This is an optimization exercise on Yosys and OpenROAD, whose aim is small area, a short achievable clock period and few clock cycles per item, not a production implementation. RTL that was checked went through simulation tests only; none was proved equivalent to the original.

==> job 5462: inputs <==
// frac_sad_search
module frac_sad_search #(
    parameter int WIDTH     = 8,
    parameter int HEIGHT    = 8,
    parameter int BITDEPTH  = 8,
    parameter int TAPS      = 8,
    parameter int HALF_TAPS = 3,
    parameter int SAD_W     = 14
) (
    input  logic                             clk,
    input  logic                             reset,
    input  logic                             in_valid,
    output logic                             in_ready,
    input  logic [(WIDTH+TAPS)*BITDEPTH-1:0] filter_pix,
    input  logic [WIDTH*BITDEPTH-1:0]        ref_pix,
    output logic                             out_valid,
    input  logic                             out_ack,
    output logic [SAD_W-1:0]                 sad_int,
    output logic [SAD_W-1:0]                 sad_h,
    output logic [SAD_W-1:0]                 sad_v,
    output logic [1:0]                       best_mode,
    output logic [SAD_W-1:0]                 best_sad
);
    localparam int BD   = BITDEPTH;
    localparam int NPX  = WIDTH + TAPS - 1;           
    localparam int LAST = HEIGHT + TAPS - 2;          
    localparam int RSW  = BD + $clog2(WIDTH);         
    logic [3:0]  cnt_q;            
    logic        ov_q;             
    logic        rdy_q;            
    logic        accept;
    logic [3:0]  cnt_d;
    logic        ov_d;
    logic        fin_q;
    assign in_ready = rdy_q;
    assign accept   = in_valid && rdy_q;
    always_comb begin
        cnt_d = cnt_q;
        if (accept) cnt_d = (cnt_q == 4'(LAST)) ? '0 : cnt_q + 4'd1;
        ov_d = ov_q;
        if (ov_q && out_ack) ov_d = 1'b0;
        else if (fin_q)      ov_d = 1'b1;
    end
    always_ff @(posedge clk) begin
        if (reset) begin
            cnt_q <= '0;
            ov_q  <= 1'b0;
            rdy_q <= 1'b1;
        end else begin
            cnt_q <= cnt_d;
            ov_q  <= ov_d;
            rdy_q <= !(ov_d && cnt_d == 4'(TAPS - 1));
        end
    end
    logic [NPX*BD-1:0]   row_q;
    logic [WIDTH*BD-1:0] ref_q;
    logic                v0_q, c0_q, f0_q, l0_q;
    always_ff @(posedge clk) begin
        row_q <= filter_pix[NPX*BD-1:0];
  ...
Settings: LEC_CHECK=0, CAP_MARGIN=50, CORE_MARGIN=2, CORE_UTILIZATION=40, CTS_BUF_LIST=sky130_fd_sc_hd__clkbuf_8, CTS_CLUSTER_DIAMETER=60, CTS_CLUSTER_SIZE=20, SLEW_MARGIN=75; clock period 12.0 ns.
run.sh (not shown) runs the stock make flow with config.mk's settings and CLKGATE_MAP_FILE= SYNTH_SCRIPT=/design/flow/synth_recipe.tcl, a recipe that flattens the netlist after the stock synthesis.
==> job 7530: changes against job 5462 <==
--- a/flow/design.v
+++ b/flow/design.v
@@ -111,20 +111,25 @@
         l1_q <= l0_q;
     end
     always_ff @(posedge clk) begin
         if (reset) v1_q <= 1'b0;
         else       v1_q <= v0_q && c0_q;
     end
-    logic [BD:0] dv [WIDTH], dh [WIDTH], di [WIDTH];
-    for (genvar x = 0; x < WIDTH; x++) begin : g_diff
-        fsad_filt_diff u_v (.hx(s1vx[x]), .hy(s1vy[x]), .c6(s1vc[x]), .c(s1c[x]), .e(dv[x]));
-        fsad_filt_diff u_h (.hx(s1hx[x]), .hy(s1hy[x]), .c6(s1hc[x]), .c(s1c[x]), .e(dh[x]));
+    logic [BD-1:0] fv [WIDTH], fh [WIDTH];
+    for (genvar x = 0; x < WIDTH; x++) begin : g_fin
+        fsad_filt_fin u_v (.hx(s1vx[x]), .hy(s1vy[x]), .c6(s1vc[x]), .f(fv[x]));
+        fsad_filt_fin u_h (.hx(s1hx[x]), .hy(s1hy[x]), .c6(s1hc[x]), .f(fh[x]));
     end
+    logic [BD:0] dv [WIDTH], dh [WIDTH], di [WIDTH];
     always_comb begin
         for (int x = 0; x < WIDTH; x++) begin
             logic [BD:0] t;
+            t = {1'b0, fv[x]} - {1'b0, s1c[x]};
+            dv[x] = {t[BD], t[BD-1:0] ^ {BD{t[BD]}}};
+            t = {1'b0, fh[x]} - {1'b0, s1c[x]};
+            dh[x] = {t[BD], t[BD-1:0] ^ {BD{t[BD]}}};
             t = {1'b0, s1i[x]} - {1'b0, s1c[x]};
             di[x] = {t[BD], t[BD-1:0] ^ {BD{t[BD]}}};
         end
     end
     logic [BD:0] s2v [WIDTH], s2h [WIDTH], s2i [WIDTH];
     logic        v2_q, f2_q, l2_q;
@@ -432,28 +437,20 @@
     wire [15:0] y = {1'b0, 1'b0, ~n218, ~n217, ~n215, ~n213, ~n211, ~n209, ~n207, ~n205, ~n203, ~n201, ~n199, ~n197, ~n195, ~n193};
     wire [6:0] lo = {1'b0, x[5:0] ^ 6'd63} + {1'b0, y[5:0] ^ 6'd63};
     assign hx = x[15:6];
     assign hy = y[15:6];
     assign c6 = lo[6];
 endmodule
-module fsad_filt_diff (
+module fsad_filt_fin (
     input  logic [9:0] hx,
     input  logic [9:0] hy,
     input  logic       c6,
-    input  logic [7:0] c,
-    output logic [8:0] e
+    output logic [7:0] f
 );
-    wire [9:0] x = hx ^ 10'd255;
-    wire [9:0] y = hy ^ 10'd255;
-    wire [9:0] s = x + y + {9'd0, c6} + 10'd928;
-    wire [9:0] t = x + y + {9'd0, c6} + 10'd928 - {2'd0, c};
-    always_comb begin
-        if (s[9])      e = {1'b0, c};            
-        else if (s[8]) e = {1'b0, ~c};           
-        else           e = {t[9], t[7:0] ^ {8{t[9]}}};
-    end
+    wire [9:0] s = (hx ^ 10'd255) + (hy ^ 10'd255) + {9'd0, c6} + 10'd928;
+    assign f = s[9] ? 8'd0 : s[8] ? 8'd255 : s[7:0];
 endmodule
 module fsad_rowsum_cs (
     input  logic [8:0]  e0,
     input  logic [8:0]  e1,
     input  logic [8:0]  e2,
     input  logic [8:0]  e3,
==> flow/config.mk (replaced) <==
export PLATFORM = sky130hd
export DESIGN_NAME = frac_sad_search
export DESIGN_NICKNAME = frac_sad_search
export VERILOG_FILES = /design/flow/design.v
export SDC_FILE = /design/flow/constraint.sdc
export NUM_CORES = 4
export LEC_CHECK = 0
export CAP_MARGIN = 20
export CORE_MARGIN = 2
export CORE_UTILIZATION = 40
export SLEW_MARGIN = 20
==> comparison table <==
metric                                                                   job 7530                 job 5462
Number of distinct library cells after synthesis                               98                       89
Fraction of standard cell area in multi-input logic                         0.479                    0.489
Summed instance area of the synthesized netlist                       104000 um^2              104000 um^2
Setup slack after layout                                                  6.20 ns                  7.44 ns
Run status                                                         finished clean           finished clean
Antenna violations before repair                                                9                        8
WHS                                                                      0.288 ns                 0.307 ns
Critical Setup Path Class                                  flip-flop to flip-flop  flip-flop to output pin
Die extent in x                                                            513 um                   514 um
Number of buffer and inverter stages on the critical path                       2                        1
Seq. cell area                                                         39600 um^2               39600 um^2
Clock tree root buffer cell                                             clkbuf_16                 clkbuf_8
Sequential area share after synthesis                                       0.382                    0.380
Flip-flop and latch share of the layout cell area                           0.338                    0.336
Gpl congestion                                                              0.927                    0.932
No run of this note included a check of the RTL's function; only the layout flow was run.


==> inputs of job 5033 <==
frac_sad_search, a different RTL version from the one above (not shown whole).
==> flow/config.mk <==
export PLATFORM = sky130hd
export DESIGN_NAME = frac_sad_search
export DESIGN_NICKNAME = frac_sad_search
export VERILOG_FILES = /design/flow/design.v
export SDC_FILE = /design/flow/constraint.sdc
export NUM_CORES = 4
export LEC_CHECK = 0
export CAP_MARGIN = 50
export CORE_MARGIN = 2
export CORE_UTILIZATION = 40
export CTS_BUF_LIST = sky130_fd_sc_hd__clkbuf_8 sky130_fd_sc_hd__clkbuf_16
export CTS_CLUSTER_DIAMETER = 60
export CTS_CLUSTER_SIZE = 20
export SLEW_MARGIN = 75
==> flow/constraint.sdc <==
create_clock -name core_clock -period 12.0 [get_ports {clk}]
set_input_delay 2.4000 -clock core_clock [delete_from_list [all_inputs] [get_ports {clk}]]
set_output_delay 2.4000 -clock core_clock [all_outputs]
set_load 0.01 [all_outputs]
standard.sh (not shown) runs the stock make flow with config.mk's settings and CLKGATE_MAP_FILE= SYNTH_SCRIPT=/design/flow/synth_recipe.tcl, a recipe that flattens the netlist after the stock synthesis.
==> flow/flow/run.sh <==
#!/bin/bash
# Standard layout (the standard.sh, unchanged synthesis), with port buffers of
# type buf_2 and timing repair aimed at a tighter setup margin.
bash standard.sh SETUP_SLACK_MARGIN=8.3 'BUFFER_PORTS_ARGS=-buffer_cell sky130_fd_sc_hd__buf_2' finish > standard.log 2>&1
==> job 5735: changes against job 5033 <==
--- a/flow/design.v
+++ b/flow/design.v
@@ -119,55 +119,44 @@
         f1_q <= f0_q;
         l1_q <= l0_q;
     end
     always_ff @(posedge clk) begin
         if (reset) v1_q <= 1'b0;
         else       v1_q <= v0_q && c0_q;
     end
-    logic [BD-1:0] fv [WIDTH], fh [WIDTH];
-    for (genvar x = 0; x < WIDTH; x++) begin : g_fin
-        fsad_filt_fin u_v (.hx(s1vx[x]), .hy(s1vy[x]), .c6(s1vc[x]), .f(fv[x]));
-        fsad_filt_fin u_h (.hx(s1hx[x]), .hy(s1hy[x]), .c6(s1hc[x]), .f(fh[x]));
+    logic [BD:0] dv [WIDTH], dh [WIDTH];
+    for (genvar x = 0; x < WIDTH; x++) begin : g_diff
+        fsad_filt_diff u_v (.hx(s1vx[x]), .hy(s1vy[x]), .c6(s1vc[x]), .c(s1c[x]), .e(dv[x]));
+        fsad_filt_diff u_h (.hx(s1hx[x]), .hy(s1hy[x]), .c6(s1hc[x]), .c(s1c[x]), .e(dh[x]));
     end
     logic [RSW-1:0] rix, riy;
     fsad_rowsum_cs u_ri (.e0(s1i[0]), .e1(s1i[1]), .e2(s1i[2]), .e3(s1i[3]),
                          .e4(s1i[4]), .e5(s1i[5]), .e6(s1i[6]), .e7(s1i[7]), .rx(rix), .ry(riy));
-    logic [BD-1:0]  s2v [WIDTH], s2h [WIDTH], s2c [WIDTH];
+    logic [BD:0]    s2v [WIDTH], s2h [WIDTH];
     logic [RSW-1:0] r2ix, r2iy;
     logic        v2_q, f2_q, l2_q;
     always_ff @(posedge clk) begin
         for (int x = 0; x < WIDTH; x++) begin
-            s2v[x] <= fv[x];
-            s2h[x] <= fh[x];
-            s2c[x] <= s1c[x];
+            s2v[x] <= dv[x];
+            s2h[x] <= dh[x];
         end
         r2ix <= rix;
         r2iy <= riy;
         f2_q <= f1_q;
         l2_q <= l1_q;
     end
     always_ff @(posedge clk) begin
         if (reset) v2_q <= 1'b0;
         else       v2_q <= v1_q;
     end
-    logic [BD:0] dv [WIDTH], dh [WIDTH];
-    always_comb begin
-        for (int x = 0; x < WIDTH; x++) begin
-            logic [BD:0] t;
-            t = {1'b0, s2v[x]} - {1'b0, s2c[x]};
-            dv[x] = {t[BD], t[BD-1:0] ^ {BD{t[BD]}}};
-            t = {1'b0, s2h[x]} - {1'b0, s2c[x]};
-            dh[x] = {t[BD], t[BD-1:0] ^ {BD{t[BD]}}};
-        end
-    end
     logic [RSW-1:0] rhx, rhy, rvx, rvy;
-    fsad_rowsum_cs u_rh (.e0(dh[0]), .e1(dh[1]), .e2(dh[2]), .e3(dh[3]),
-                         .e4(dh[4]), .e5(dh[5]), .e6(dh[6]), .e7(dh[7]), .rx(rhx), .ry(rhy));
-    fsad_rowsum_cs u_rv (.e0(dv[0]), .e1(dv[1]), .e2(dv[2]), .e3(dv[3]),
-                         .e4(dv[4]), .e5(dv[5]), .e6(dv[6]), .e7(dv[7]), .rx(rvx), .ry(rvy));
+    fsad_rowsum_cs u_rh (.e0(s2h[0]), .e1(s2h[1]), .e2(s2h[2]), .e3(s2h[3]),
+                         .e4(s2h[4]), .e5(s2h[5]), .e6(s2h[6]), .e7(s2h[7]), .rx(rhx), .ry(rhy));
+    fsad_rowsum_cs u_rv (.e0(s2v[0]), .e1(s2v[1]), .e2(s2v[2]), .e3(s2v[3]),
+                         .e4(s2v[4]), .e5(s2v[5]), .e6(s2v[6]), .e7(s2v[7]), .rx(rvx), .ry(rvy));
     logic [RSW-1:0] r3hx, r3hy, r3vx, r3vy;
     logic           v3_q, f3_q, l3_q;
     always_ff @(posedge clk) begin
         r3hx <= rhx;
         r3hy <= rhy;
         r3vx <= rvx;
         r3vy <= rvy;
@@ -448,22 +437,30 @@
     wire [15:0] x = {1'b0, 1'b0, ~n192, ~n216, ~n214, ~n212, ~n210, ~n208, ~n206, ~n204, ~n202, ~n200, ~n198, ~n196, ~n194, ~n167};
     wire [15:0] y = {1'b0, 1'b0, ~n218, ~n217, ~n215, ~n213, ~n211, ~n209, ~n207, ~n205, ~n203, ~n201, ~n199, ~n197, ~n195, ~n193};
     wire [6:0] lo = {1'b0, x[5:0] ^ 6'd63} + {1'b0, y[5:0] ^ 6'd63};
     assign hx = x[15:6];
     assign hy = y[15:6];
     assign c6 = lo[6];
 endmodule
-module fsad_filt_fin (
+module fsad_filt_diff (
     input  logic [9:0] hx,
     input  logic [9:0] hy,
     input  logic       c6,
-    output logic [7:0] f
+    input  logic [7:0] c,
+    output logic [8:0] e
 );
-    wire [9:0] s = (hx ^ 10'd255) + (hy ^ 10'd255) + {9'd0, c6} + 10'd928;
-    assign f = s[9] ? 8'd0 : s[8] ? 8'd255 : s[7:0];
+    wire [9:0] x = hx ^ 10'd255;
+    wire [9:0] y = hy ^ 10'd255;
+    wire [9:0] s = x + y + {9'd0, c6} + 10'd928;
+    wire [9:0] t = x + y + {9'd0, c6} + 10'd928 - {2'd0, c};
+    always_comb begin
+        if (s[9])      e = {1'b0, c};            
+        else if (s[8]) e = {1'b0, ~c};           
+        else           e = {t[9], t[7:0] ^ {8{t[9]}}};
+    end
 endmodule
 module fsad_rowsum_cs (
     input  logic [8:0]  e0,
     input  logic [8:0]  e1,
     input  logic [8:0]  e2,
     input  logic [8:0]  e3,
     input  logic [8:0]  e4,
==> flow/flow/run.sh (replaced) <==
#!/bin/bash
# Standard layout (the standard.sh, unchanged synthesis), with port buffers of
# type buf_2, timing repair aimed at a tighter setup margin, and resizing not tied
# to cell footprints.
bash standard.sh SETUP_SLACK_MARGIN=8 MATCH_CELL_FOOTPRINT=0 'BUFFER_PORTS_ARGS=-buffer_cell sky130_fd_sc_hd__buf_2' finish > standard.log 2>&1
Settings changed: CORE_UTILIZATION 40 to 55, PLACE_DENSITY set to 0.7.
==> impl_metrics.json <==
{
  "nClkBuffers": 146,
  "core_sq_um": 187000,
  "status": "finished clean",
  "use_met3_pct": 4.87,
  "start_util_pct": 55.1,
  "wire_per_inst_um": 22.4,
  "synth_compound_area_share_pct": 7.36,
  "synth_common_cells": "inv_1 (2103), fa_1 (1570), dfxtp_1 (819)",
  "clkCellAreaFrac_pct": 4.21
}
-- figures above: job 5735

==> impl_metrics.json <==
{
  "synth_compound_area_share_pct": 7.20,
  "synth_common_cells": "inv_1 (2178), fa_1 (1562), dfxtp_1 (867)",
  "clkCellAreaFrac_pct": 4.60,
  "nClkBuffers": 165,
  "status": "finished clean",
  "busiest_layer": "met2",
  "buf_share_pct": 5.02,
  "largest_reg_flops": 448,
  "use_met3_pct": 3.39,
  "relSlewSlack_pct": 67.1,
  "wire_per_inst_um": 20.7,
  "via_per_inst": 4.80
}
-- figures above: job 5033

Testbench counts of job 5735, summed over its fixed seeds: cycles 15,408, blocks 1,024.
The RTL of job 5033 was laid out without a check of its function.


==> inputs of v1 <==
frac_sad_search, a different RTL version from the one above (not shown whole).
## frac_sad_search
module frac_sad_search #(
    parameter int WIDTH     = 8,
    parameter int HEIGHT    = 8,
    parameter int BITDEPTH  = 8,
    parameter int TAPS      = 8,
    parameter int HALF_TAPS = 3,
    parameter int SAD_W     = 14
) (
    input  logic                             clk,
    input  logic                             reset,
    input  logic                             in_valid,
    output logic                             in_ready,
    input  logic [(WIDTH+TAPS)*BITDEPTH-1:0] filter_pix,
    input  logic [WIDTH*BITDEPTH-1:0]        ref_pix,
    output logic                             out_valid,
    input  logic                             out_ack,
    output logic [SAD_W-1:0]                 sad_int,
    output logic [SAD_W-1:0]                 sad_h,
    output logic [SAD_W-1:0]                 sad_v,
    output logic [1:0]                       best_mode,
    output logic [SAD_W-1:0]                 best_sad
);
==> flow/config.mk <==
export PLATFORM = sky130hd
export DESIGN_NAME = frac_sad_search
export DESIGN_NICKNAME = frac_sad_search
export VERILOG_FILES = /design/flow/design.v
export SDC_FILE = /design/flow/constraint.sdc
export NUM_CORES = 4
export LEC_CHECK = 0
export CAP_MARGIN = 30
export CORE_MARGIN = 2
export CORE_UTILIZATION = 40
export CTS_BUF_LIST = sky130_fd_sc_hd__clkbuf_16
export CTS_CLUSTER_DIAMETER = 80
export CTS_CLUSTER_SIZE = 30
export SLEW_MARGIN = 40
==> flow/constraint.sdc <==
create_clock -name core_clock -period 12.0 [get_ports {clk}]
set_input_delay 2.4000 -clock core_clock [delete_from_list [all_inputs] [get_ports {clk}]]
set_output_delay 2.4000 -clock core_clock [all_outputs]
set_load 0.01 [all_outputs]
==> flow/flow/run.sh <==
#!/bin/bash
# Standard layout (the standard.sh, unchanged synthesis), with port buffers of
# type buf_2 and timing repair aimed at a tighter setup margin.
bash standard.sh SETUP_SLACK_MARGIN=8 'BUFFER_PORTS_ARGS=-buffer_cell sky130_fd_sc_hd__buf_2' finish > standard.log 2>&1
==> v19 (differences from v1) <==
Settings changed: CAP_MARGIN 30 to 50, CTS_BUF_LIST sky130_fd_sc_hd__clkbuf_16 to sky130_fd_sc_hd__clkbuf_8 sky130_fd_sc_hd__clkbuf_16, CTS_CLUSTER_DIAMETER 80 to 60, CTS_CLUSTER_SIZE 30 to 20, SLEW_MARGIN 40 to 75.
==> v8 (differences from v1) <==
Settings changed: PLACE_DENSITY from default to 0.75.
==> run notes <==
Cts bufs inserted: v19 148; v1 106; v8 102
Crit-path max cell delay: v19 590 ps; v1 520 ps; v8 540 ps
Run status: v19 finished clean; v1 finished clean; v8 finished clean
Detailed-routing wirelength on met1: v19 114000 µm; v1 113000 µm; v8 107000 µm
Reg2reg path depth: v19 11; v1 8; v8 8
Relative max-transition margin: v19 68.7%; v1 37.5%; v8 44.0%
Non-clk bufs: v19 546; v1 492; v8 494
Count of nets after finishing: v19 10600; v1 10500; v8 10500
Metal2 WL: v19 120000 µm; v1 120000 µm; v8 118000 µm
Non-clk buf share: v19 3.50%; v1 3.34%; v8 3.34%
Met3 track utilization from global routing: v19 3.39%; v1 4.13%; v8 4.31%
Testbench counts of v1, summed over its fixed seeds: cycles 15,408, blocks 1,024.
Testbench counts of v19, summed over its fixed seeds: cycles 15,408, blocks 1,024.
Testbench counts of v8, summed over its fixed seeds: cycles 15,408, blocks 1,024.

## re-timing with driven ports
No port has a modelled driver above. Below, the same layouts with a new extraction and two added sets of constraints. Step 1 sets driving cells, clkbuf_16 on the clock port and buf_2 on the other inputs (assumed; they add their load-dependent delay and slew). Step 2 moves the port delays by t, midway between the first and last clock arrival at a register: inputs arrive t later, outputs are due t later. That takes back most of the time a late clock gives input paths. a / b / c = ideal / step 1 / step 2; a / b = the first two.
run	t, ns	setup slack, ns	worst hold slack (ns)	worst setup path at the end
job 5462	1.046	7.439 / 7.356 / 7.532	0.307 / 0.307 / 0.307	register to register
job 7530	0.925	6.205 / 6.205 / 6.205	0.288 / 0.288 / 0.288	register to register
job 5033	0.917	7.457 / 7.457 / 7.457	0.315 / 0.315 / 0.315	register to register
job 5735	0.917	7.949 / 7.949 / 7.949	0.328 / 0.328 / 0.328	register to register
v1	0.904	8.061 / 7.973 / 8.078	0.336 / 0.336 / 0.336	register to register
v19	0.923	8.064 / 7.980 / 8.064	0.330 / 0.330 / 0.330	register to register
v8	0.891	8.034 / 7.940 / 8.052	0.337 / 0.337 / 0.337	register to register
After both steps setup and hold are still met in every run listed.
